Context: an optimization exercise on an open-source flow, tuned for small area, a short achievable clock period and few clock cycles. The choices shown serve that exercise and are no tape-out recipe.
Only simulation tests tie the RTL to the original design; equivalence was not proved.
Power is estimated from default activity; no workload was simulated.

$ cat flow/config.mk
export PLATFORM = sky130hd
export DESIGN_NAME = calcTop
export DESIGN_NICKNAME = calcTop
export VERILOG_FILES = /design/flow/design.v
export SDC_FILE = /design/flow/constraint.sdc
export NUM_CORES = 4
export LEC_CHECK = 0
export CAP_MARGIN = 20
export CORE_MARGIN = 2
export CORE_UTILIZATION = 40
export SLEW_MARGIN = 20
$ cat flow/constraint.sdc
create_clock -name core_clock -period 8.0 [get_ports {clk}]
set_input_delay 1.6000 -clock core_clock [delete_from_list [all_inputs] [get_ports {clk}]]
set_output_delay 1.6000 -clock core_clock [all_outputs]
set_load 0.01 [all_outputs]
$ cat flow/design.v
package calcDataPkg;
    typedef logic [8-1:0] value_t;
    typedef logic [7-1:0] stackAddr_t;
    typedef enum logic [2:0] {
        cmdNone       = 3'd0,
        cmdPush       = 3'd1,
        cmdPop        = 3'd2,
        cmdAdd        = 3'd3,
        cmdSub        = 3'd4,
        cmdClear      = 3'd5,
        cmdBrowseUp   = 3'd6,
        cmdBrowseDown = 3'd7
    } cmd_t;
endpackage
package calcUcodePkg;
    typedef enum logic [4:0] {
        stWait    = 5'd0,
        stClear   = 5'd1,
        stPush    = 5'd2,
        stSprDec  = 5'd3,
        stDarTop  = 5'd4,
        stRequest = 5'd5,
        stLoad    = 5'd6,
        stPop     = 5'd7,
        stIncB    = 5'd8,
        stReqB    = 5'd9,
        stLoadB   = 5'd10,
        stIncA    = 5'd11,
        stReqA    = 5'd12,
        stLoadA   = 5'd13,
        stStore   = 5'd14,
        stDarDec  = 5'd15,
        stDarInc  = 5'd16
    } state_t;
    typedef enum logic [1:0] {
        sprInit = 2'd0,
        sprDec  = 2'd1,
        sprInc  = 2'd2
    } sprSel_t;
    typedef enum logic [1:0] {
        darInit   = 2'd0,
        darSprInc = 2'd1,
        darDec    = 2'd2,
        darInc    = 2'd3
    } darSel_t;
    typedef enum logic [1:0] {
        valZero = 2'd0,
        valRead = 2'd1,
        valAlu  = 2'd2
    } valSel_t;
    typedef struct packed {
        sprSel_t sprSel;
        logic    sprLoad;
        darSel_t darSel;
        logic    darLoad;
        logic    addrSel;
    } ptrCtrl_t;
    typedef struct packed {
        valSel_t valSel;
        logic    valLoad;
        logic    opALoad;
        logic    opBLoad;
        logic    aluSub;
        logic    wrSelAlu;
    } valCtrl_t;
    typedef struct packed {
        logic cs;
        logic we;
    } memCtrl_t;
endpackage
`timescale 1ns/1ps
module stackRam (
    input  logic       clk,
    input  calcUcodePkg::memCtrl_t   memCtrl,
    input  calcDataPkg::stackAddr_t addr,
    input  calcDataPkg::value_t     wrData,
    output calcDataPkg::value_t     rdData
);
    calcDataPkg::value_t mem [128];
    always_ff @(posedge clk) begin
        if (memCtrl.cs) begin
            if (memCtrl.we) begin
                mem[addr] <= wrData;
            end else begin
                rdData <= mem[addr];
            end
        end
    end
endmodule
`timescale 1ns/1ps
module stackPointers (
    input  logic       clk,
    input  logic       arstN,
    input  calcUcodePkg::ptrCtrl_t   ptrCtrl,
    output calcDataPkg::stackAddr_t addr,
    output calcDataPkg::stackAddr_t browseAddr,
    output logic       empty
);
    calcDataPkg::stackAddr_t spr;
    calcDataPkg::stackAddr_t dar;
    calcDataPkg::stackAddr_t sprNext;
    calcDataPkg::stackAddr_t darNext;
    always_comb begin
        case (ptrCtrl.sprSel)
            calcUcodePkg::sprDec:  sprNext = spr - 1'b1;
            calcUcodePkg::sprInc:  sprNext = spr + 1'b1;
            default: sprNext = 7'h7F;
        endcase
    end
    always_comb begin
        case (ptrCtrl.darSel)
            calcUcodePkg::darSprInc: darNext = spr + 1'b1;
            calcUcodePkg::darDec:    darNext = dar - 1'b1;
            calcUcodePkg::darInc:    darNext = dar + 1'b1;
            default:   darNext = '0;
        endcase
    end
    always_ff @(posedge clk or negedge arstN) begin
        if (!arstN) begin
            spr <= 7'h7F;
            dar <= '0;
        end else begin
            if (ptrCtrl.sprLoad) begin
                spr <= sprNext;
            end
            if (ptrCtrl.darLoad) begin
                dar <= darNext;
            end
        end
    end
    assign addr       = ptrCtrl.addrSel ? dar : spr;
    assign browseAddr = dar;
    assign empty      = (spr == 7'h7F);
endmodule
`timescale 1ns/1ps
module valueDatapath (
    input  logic     clk,
    input  logic     arstN,
    input  calcUcodePkg::valCtrl_t valCtrl,
    input  calcDataPkg::value_t   switches,
    input  calcDataPkg::value_t   rdData,
    output calcDataPkg::value_t   value,
    output calcDataPkg::value_t   wrData
);
    calcDataPkg::value_t opA;
    calcDataPkg::value_t opB;
    calcDataPkg::value_t aluOut;
    calcDataPkg::value_t valNext;
    always_ff @(posedge clk) begin
        if (valCtrl.opALoad) begin
            opA <= rdData;
        end
        if (valCtrl.opBLoad) begin
            opB <= rdData;
        end
    end
    assign aluOut = valCtrl.aluSub ? (opA - opB) : (opA + opB);
    always_comb begin
        case (valCtrl.valSel)
            calcUcodePkg::valRead: valNext = rdData;
            calcUcodePkg::valAlu:  valNext = aluOut;
            default: valNext = '0;
        endcase
    end
    always_ff @(posedge clk or negedge arstN) begin
        if (!arstN) begin
            value <= '0;
        end else if (valCtrl.valLoad) begin
            value <= valNext;
        end
    end
    assign wrData = valCtrl.wrSelAlu ? aluOut : switches;
endmodule
`timescale 1ns/1ps
module calcSequencer (
    input  logic     clk,
    input  logic     arstN,
    input  calcDataPkg::cmd_t     cmd,
    output calcUcodePkg::ptrCtrl_t ptrCtrl,
    output calcUcodePkg::valCtrl_t valCtrl,
    output calcUcodePkg::memCtrl_t memCtrl,
    output logic     busy
);
    typedef struct packed {
        calcUcodePkg::state_t   next;
        logic     fromCmd;
        calcUcodePkg::ptrCtrl_t ptr;
        calcUcodePkg::valCtrl_t val;
        calcUcodePkg::memCtrl_t mem;
    } ucodeWord_t;
    localparam calcUcodePkg::ptrCtrl_t ptrIdle    = {calcUcodePkg::sprInit, 1'b0, calcUcodePkg::darInit, 1'b0, 1'b0};
    localparam calcUcodePkg::ptrCtrl_t ptrSprDec  = {calcUcodePkg::sprDec, 1'b1, calcUcodePkg::darInit, 1'b0, 1'b0};
    localparam calcUcodePkg::ptrCtrl_t ptrSprInc  = {calcUcodePkg::sprInc, 1'b1, calcUcodePkg::darInit, 1'b0, 1'b0};
    localparam calcUcodePkg::ptrCtrl_t ptrDarAddr = {calcUcodePkg::sprInit, 1'b0, calcUcodePkg::darInit, 1'b0, 1'b1};
    localparam calcUcodePkg::valCtrl_t valIdle    = {calcUcodePkg::valZero, 1'b0, 1'b0, 1'b0, 1'b0, 1'b0};
    localparam calcUcodePkg::memCtrl_t memIdle    = {1'b0, 1'b0};
    localparam calcUcodePkg::memCtrl_t memRead    = {1'b1, 1'b0};
    localparam calcUcodePkg::memCtrl_t memWrite   = {1'b1, 1'b1};
    calcUcodePkg::state_t     state;
    calcUcodePkg::state_t     nextState;
    ucodeWord_t word;
    logic       subOp;
    always_comb begin
        case (state)
            calcUcodePkg::stWait:    word = {calcUcodePkg::stWait, 1'b1, ptrIdle, valIdle, memIdle};
            calcUcodePkg::stClear:   word = {calcUcodePkg::stWait, 1'b0, {calcUcodePkg::sprInit, 1'b1, calcUcodePkg::darInit, 1'b1, 1'b0},
                                {calcUcodePkg::valZero, 1'b1, 1'b0, 1'b0, 1'b0, 1'b0}, memIdle};
            calcUcodePkg::stPush:    word = {calcUcodePkg::stSprDec, 1'b0, ptrIdle, valIdle, memWrite};
            calcUcodePkg::stSprDec:  word = {calcUcodePkg::stDarTop, 1'b0, ptrSprDec, valIdle, memIdle};
            calcUcodePkg::stDarTop:  word = {calcUcodePkg::stRequest, 1'b0, {calcUcodePkg::sprInit, 1'b0, calcUcodePkg::darSprInc, 1'b1, 1'b1},
                                valIdle, memIdle};
            calcUcodePkg::stRequest: word = {calcUcodePkg::stLoad, 1'b0, ptrDarAddr, valIdle, memRead};
            calcUcodePkg::stLoad:    word = {calcUcodePkg::stWait, 1'b0, ptrDarAddr,
                                {calcUcodePkg::valRead, 1'b1, 1'b0, 1'b0, 1'b0, 1'b0}, memIdle};
            calcUcodePkg::stPop:     word = {calcUcodePkg::stDarTop, 1'b0, ptrSprInc, valIdle, memIdle};
            calcUcodePkg::stIncB:    word = {calcUcodePkg::stReqB, 1'b0, ptrSprInc, valIdle, memIdle};
            calcUcodePkg::stReqB:    word = {calcUcodePkg::stLoadB, 1'b0, ptrIdle, valIdle, memRead};
            calcUcodePkg::stLoadB:   word = {calcUcodePkg::stIncA, 1'b0, ptrIdle,
                                {calcUcodePkg::valZero, 1'b0, 1'b0, 1'b1, 1'b0, 1'b0}, memIdle};
            calcUcodePkg::stIncA:    word = {calcUcodePkg::stReqA, 1'b0, ptrSprInc, valIdle, memIdle};
            calcUcodePkg::stReqA:    word = {calcUcodePkg::stLoadA, 1'b0, ptrIdle, valIdle, memRead};
            calcUcodePkg::stLoadA:   word = {calcUcodePkg::stStore, 1'b0, ptrIdle,
                                {calcUcodePkg::valZero, 1'b0, 1'b1, 1'b0, 1'b0, 1'b0}, memIdle};
            calcUcodePkg::stStore:   word = {calcUcodePkg::stSprDec, 1'b0, ptrIdle,
                                {calcUcodePkg::valZero, 1'b0, 1'b0, 1'b0, 1'b1, 1'b1}, memWrite};
            calcUcodePkg::stDarDec:  word = {calcUcodePkg::stRequest, 1'b0, {calcUcodePkg::sprInit, 1'b0, calcUcodePkg::darDec, 1'b1, 1'b1},
                                valIdle, memIdle};
            calcUcodePkg::stDarInc:  word = {calcUcodePkg::stRequest, 1'b0, {calcUcodePkg::sprInit, 1'b0, calcUcodePkg::darInc, 1'b1, 1'b1},
                                valIdle, memIdle};
            default:   word = {calcUcodePkg::stWait, 1'b0, ptrIdle, valIdle, memIdle};
        endcase
    end
    always_comb begin
        nextState = word.next;
        if (word.fromCmd) begin
            case (cmd)
                calcDataPkg::cmdPush:        nextState = calcUcodePkg::stPush;
                calcDataPkg::cmdPop:         nextState = calcUcodePkg::stPop;
                calcDataPkg::cmdAdd, calcDataPkg::cmdSub: nextState = calcUcodePkg::stIncB;
                calcDataPkg::cmdClear:       nextState = calcUcodePkg::stClear;
                calcDataPkg::cmdBrowseUp:    nextState = calcUcodePkg::stDarInc;
                calcDataPkg::cmdBrowseDown:  nextState = calcUcodePkg::stDarDec;
                default:        nextState = calcUcodePkg::stWait;
            endcase
        end
    end
    always_ff @(posedge clk or negedge arstN) begin
        if (!arstN) begin
            state <= calcUcodePkg::stWait;
            subOp <= 1'b0;
        end else begin
            state <= nextState;
            if (word.fromCmd && cmd != calcDataPkg::cmdNone) begin
                subOp <= (cmd == calcDataPkg::cmdSub);
            end
        end
    end
    assign ptrCtrl = word.ptr;
    assign memCtrl = word.mem;
    assign busy    = (state != calcUcodePkg::stWait);
    always_comb begin
        valCtrl        = word.val;
        valCtrl.aluSub = word.val.aluSub & subOp;
    end
endmodule
`timescale 1ns/1ps
module calcTop (
    input  logic       clk,
    input  logic       arstN,
    input  calcDataPkg::cmd_t       cmd,
    input  calcDataPkg::value_t     switches,
    output calcDataPkg::value_t     value,
    output calcDataPkg::stackAddr_t browseAddr,
    output logic       empty,
    output logic       busy
);
    calcUcodePkg::ptrCtrl_t   ptrCtrl;
    calcUcodePkg::valCtrl_t   valCtrl;
    calcUcodePkg::memCtrl_t   memCtrl;
    calcDataPkg::stackAddr_t addr;
    calcDataPkg::value_t     wrData;
    calcDataPkg::value_t     rdData;
    calcSequencer i_calcSequencer (
        .clk     (clk),
        .arstN   (arstN),
        .cmd     (cmd),
        .ptrCtrl (ptrCtrl),
        .valCtrl (valCtrl),
        .memCtrl (memCtrl),
        .busy    (busy)
    );
    stackPointers i_stackPointers (
        .clk        (clk),
        .arstN      (arstN),
        .ptrCtrl    (ptrCtrl),
        .addr       (addr),
        .browseAddr (browseAddr),
        .empty      (empty)
    );
    valueDatapath i_valueDatapath (
        .clk      (clk),
        .arstN    (arstN),
        .valCtrl  (valCtrl),
        .switches (switches),
        .rdData   (rdData),
        .value    (value),
        .wrData   (wrData)
    );
    stackRam i_stackRam (
        .clk     (clk),
        .memCtrl (memCtrl),
        .addr    (addr),
        .wrData  (wrData),
        .rdData  (rdData)
    );
endmodule
$ cat flow/run.sh
#!/bin/bash
# synth_recipe.tcl (not shown) runs the flow's synth.tcl, then flattens the netlist and writes it again
# the make line also repeats each setting of config.mk as NAME=value (left out here)
make -C /OpenROAD-flow-scripts/flow DESIGN_CONFIG=/design/flow/config.mk WORK_HOME=/design/flow/orfs CLKGATE_MAP_FILE= SYNTH_SCRIPT=/design/flow/synth_recipe.tcl finish
==> impl_summary.txt <==
----------------------------------------------------
[Place]
  Routability-driven placement congestion ratio ... approximately 0.84
  Detailed placer's ending HPWL ... 60880 um
  Port Buffer Count ... 29

[Timing]
  Fin Clk Skew ... about 0.032 ns
  Number of endpoints with negative hold slack in the final report ... 0
  Final count of negative-setup-slack endpoints ... 0
  Post-layout minimum cycle time ... 5.475 ns
  Highest achievable clock rate ... between 150 and 200 MHz
  Worst hold margin ... ~0.51 ns
  Total negative slack ... 0 ns
  Slew HR ... ~30%
  Max-slew violation total from the final report ... 0
  Final critical-path share of the clock period ... between 60% and 70%
  RSZ-0062 raised after global routing ... false
  Slew at the pin with the worst max-slew slack ... approximately 1.1 ns

[Setup path]
  Critical path peak fanout ... 85
  Data required time of the worst path ... between 8 and 9 ns
  Flop-to-flop setup slack ... around 2.5 ns
  Category of the most critical setup path ... register to register
  Crit end category ... register
  Signal arrival time at the worst endpoint ... ~5.9 ns
  Kind of start point of the critical path ... register

[Floorplanning]
  Number of top-level pins ... 30
  Horizontal extent of the die ... 333.1 um
  Area of the die ... approximately 0.11 sq mm
  Vertical extent of the die ... approximately 330 um
  Area of the core ... between 0.1 and 0.15 sq mm
  Number of cell rows ... 120
  Starting density of the core ... 40.42%

[Synth]
  Top FF cell, synth ... sky130_fd_sc_hd__edfxtp_1
  Most area-hungry cell type in the Yosys netlist ... sky130_fd_sc_hd__edfxtp_1
  Average size of a mapped cell ... approximately 16 sq um
  Synth Cell Area ... approximately 0.043 sq mm
  EDFF count, synth ... between 1000 and 1500
  Post-synth net total ... around 2700
  Gate Count Post-Synth ... between 2000 and 3000
  Top cells by area in the synthesized netlist ... sky130_fd_sc_hd__edfxtp_1, sky130_fd_sc_hd__mux2i_1, sky130_fd_sc_hd__o22ai_1, sky130_fd_sc_hd__o21ai_0, sky130_fd_sc_hd__nor2_1
  Fraction of post-synthesis cell area in the top cell type by area ... just over 70%
  Most used standard cells in the synthesized netlist ... sky130_fd_sc_hd__edfxtp_1, sky130_fd_sc_hd__mux2i_1, sky130_fd_sc_hd__o22ai_1
  Register bit count reported by yosys ... ~1100
  Yosys warning count ... 4
  Most instantiated library cell after synthesis ... sky130_fd_sc_hd__edfxtp_1
  Distinct cells, synth ... 54
  Share of the yosys chip area belonging to registers ... roughly 74%
  Asr flop ratio synth ... 2.602%

[Route]
  Average wire per standard cell ... 25.32 um
  Remaining routing DRC violations ... 0
  Number of vias per cell ... 5.681
  Total Wirelength ... around 110000 um
  Number of antenna-violating nets in the routed design ... 0
  Total iterations of the first detailed-routing run ... 5
  Via total after detailed routing ... 23630
  DR iter-0 viols ... ~2200

[Global route]
  GRT Residual Overflow ... 0
  Initial antenna violation count ... 0
  First-pass GRT wire length ... between 150000 and 200000 um
  Number of global-route vias before repair ... 23510
  Pin count of the biggest net entering global routing ... 131
  Overall global routing resource usage ... 18.67%

[Clocking]
  Number of hold-repair buffers added at the cts stage ... 0
  TritonCTS Buffers ... around 110
  Clock tree root driver cell ... sky130_fd_sc_hd__clkbuf_16
  Clock transition at the registers of the reported paths ... about 0.060 ns
  Buffer depth of the longest clock path ... 3
  Number of buffers inserted to repair setup after CTS ... 0
  Clock sink total ... approximately 1100
  CTS tree ... built
  H-tree levels ... 3
  Total of cells resized after clock tree synthesis ... 0
  Clock latency on the worst-skew pair ... around 0.7 ns

[Final layout]
  Footprint of the flip-flops and latches ... ~0.032 sq mm
  Proportion of layout cells with a drive suffix above 1 ... under 10%
  Count of antenna diodes in the layout ... 0
  Filler instances ... a little over 9000
  Post-synthesis to final-layout area growth ... 12.40%
  Area used by multi-input combinational logic ... between 0.01 and 0.015 sq mm
  Net count of the finished layout ... 2704
  End-of-flow core utilization ... roughly 45%

[Pwr]
  Largest voltage drop on the vdd net ... between 0.4 and 0.5 mV
  Power density cells ... just under 400 mW/mm^2
  LEAKAGE ... about 16 nW

[Flow run]
  Max cap viols ... 0

[Worst hold path]
  Tightest Hold Check Type ... register to register

[Status]
  Result of the run ... timing/DRC/antenna clean

----------------------------------------------------
-- kinds of logic (layout without fill, tap and decap cells) --
family                     count (synthesis)  after routing  share of synthesized area (%)
and+or+nand+nor                          293            293                          2.893
adders and majority gates                 27             27                         0.8143
DFF                                     1076           1076                          74.26
xor gates and xnor gates                  24             24                         0.4851
buffers and inverters                    186            296                          2.108
muxes                                    516            516                          11.92
AOI/OAI and AO/OA                        524            524                          7.516
-- placed cells by master, fill, tap and decap left out, drive strengths merged, types with 7 or more instances in the layout --
cell type,instances
nand3,14
buf,37
clkinvlp,7
a22o,8
inv,31
a41oi,25
a21oi,26
clkinv,48
clkbuf,135
nand4,9
o31ai,7
o22ai,260
a2111o,8
xnor2,15
o21ai,155
ha,25
bufinv,9
nor2,159
dfrtp,21
clkdlybuf4s50,29
edfxtp,1048
xor2,9
o21a,9
nand2b,20
nand2,68
dfstp,7
mux2i,516
-- layer usage --
metal	global-route usage [%]	share of wire [%]	up-vias
met1	26.24	43	12130
li1	-	-	10510
met3	2.855	6.8	134
met5	0	0	-
met2	30.20	48	855
met4	5.257	2.2	0
-- power by group --
part / switching [W] / total [W] / leakage (nW) / internal, W
registers: 0.000216 / 0.00676 / 9.76 / 0.00655
clock network: 0.00212 / 0.00492 / 1.67 / 0.00280
logic: 0.00458 / 0.00714 / 4.98 / 0.00256
total: 0.00691 / 0.0188 / 16.4 / 0.0119
-- cell type report --
type	instances	share of cell area, %
inverter	28	0.2158
timing repair buffer	66	1.567
sequential	1076	66.07
clock inverter	67	1.290
clock buffer	135	5.801
tap	1403	3.604
multi-input combinational	1384	21.45
-- worst max-delay path, cell delays in order (launching register included) --
cell and delay (ns):
sky130_fd_sc_hd__dfrtp_1 0.49, sky130_fd_sc_hd__inv_1 0.14, sky130_fd_sc_hd__ha_1 0.29, sky130_fd_sc_hd__nand3_2 0.20
sky130_fd_sc_hd__inv_2 0.10, sky130_fd_sc_hd__a41oi_4 0.16, sky130_fd_sc_hd__buf_4 0.38, sky130_fd_sc_hd__mux2i_4 0.55
sky130_fd_sc_hd__buf_16 0.23, sky130_fd_sc_hd__buf_12 0.43, sky130_fd_sc_hd__mux2i_1 0.30, sky130_fd_sc_hd__o22ai_1 0.12
sky130_fd_sc_hd__o21ai_0 0.55, sky130_fd_sc_hd__a41oi_1 0.56, sky130_fd_sc_hd__a2111o_1 0.52
-- final timing paths --
kind                                                           start                              endpoint  cells after the start
max in group asynchronous                                      arstN    i_stackPointers.spr[1]$_DFFE_PN1P_                      2
worst min-delay path            i_valueDatapath.value[0]$_DFFE_PN0P_  i_valueDatapath.value[0]$_DFFE_PN0P_                      1
worst max-delay path              i_calcSequencer.state[0]$_DFF_PN0_        i_stackRam.rdData[6]$_DFFE_PP_                     14
worst min register to register  i_valueDatapath.value[0]$_DFFE_PN0P_  i_valueDatapath.value[0]$_DFFE_PN0P_                      1
min in group asynchronous                                      arstN  i_valueDatapath.value[0]$_DFFE_PN0P_                      2
worst max register to register    i_calcSequencer.state[0]$_DFF_PN0_        i_stackRam.rdData[6]$_DFFE_PP_                     14
-- metrics by stage --
| step | area [sq um] | total power, W | std cells | worst slack [ns] |
|---|---|---|---|---|
| 4_1_cts | 48670 | 0.01885 | 4158 | 2.359 |
| 2_1_floorplan | 43340 | 0.01176 | 2646 | 0.3890 |
| 3_5_place_dp | 45220 | 0.01396 | 3956 | 2.377 |
| 6_report | 48700 | 0.01882 | 4159 | 2.525 |
| 5_1_grt | 48700 | 0.01955 | 4159 | 2.464 |
| 3_3_place_gp | 45220 | 0.01388 | 3956 | 2.415 |
-- registers in the layout, indices dropped and copies added (netlist names) --
register	flops
i_valueDatapath.value	8
i_calcSequencer.subOp	1
i_valueDatapath.opB	8
i_stackRam.mem	1024
i_stackPointers.spr	7
i_stackPointers.dar	7
i_valueDatapath.opA	8
i_stackRam.rdData	8
i_calcSequencer.state	5
Testbench counts, summed over its fixed seeds: cycles 43,116.

-- afterwards: timing with drivers on the ports --
The results above use ideal ports. As a check the final layout listed here was re-extracted and re-timed, cells and wires unchanged.
Step 1 assumes that a clkbuf_16 drives the clock port and a buf_2 every other input.
Step 2 adds t to the input delays and takes it off the output delays; t is the mean of the earliest and latest rising clock arrival at the registers after step 1. Input paths then give back, and output paths get back, about the clock's delay inside the block.
Three values: no drivers, after step 1, after step 2; two values: the first two.
t, ns: 0.750
setup WS [ns]: 2.525 / 2.525 / 2.525
worst setup path after step 2: register to register
clock arrival spread, ns: 0.033 / 0.033
pins driven straight from the clock port: 1
After both steps this run still meets setup and hold. For this run, drivers alone change the setup slack by 0.000 ns; drivers and shift together by 0.000 ns.
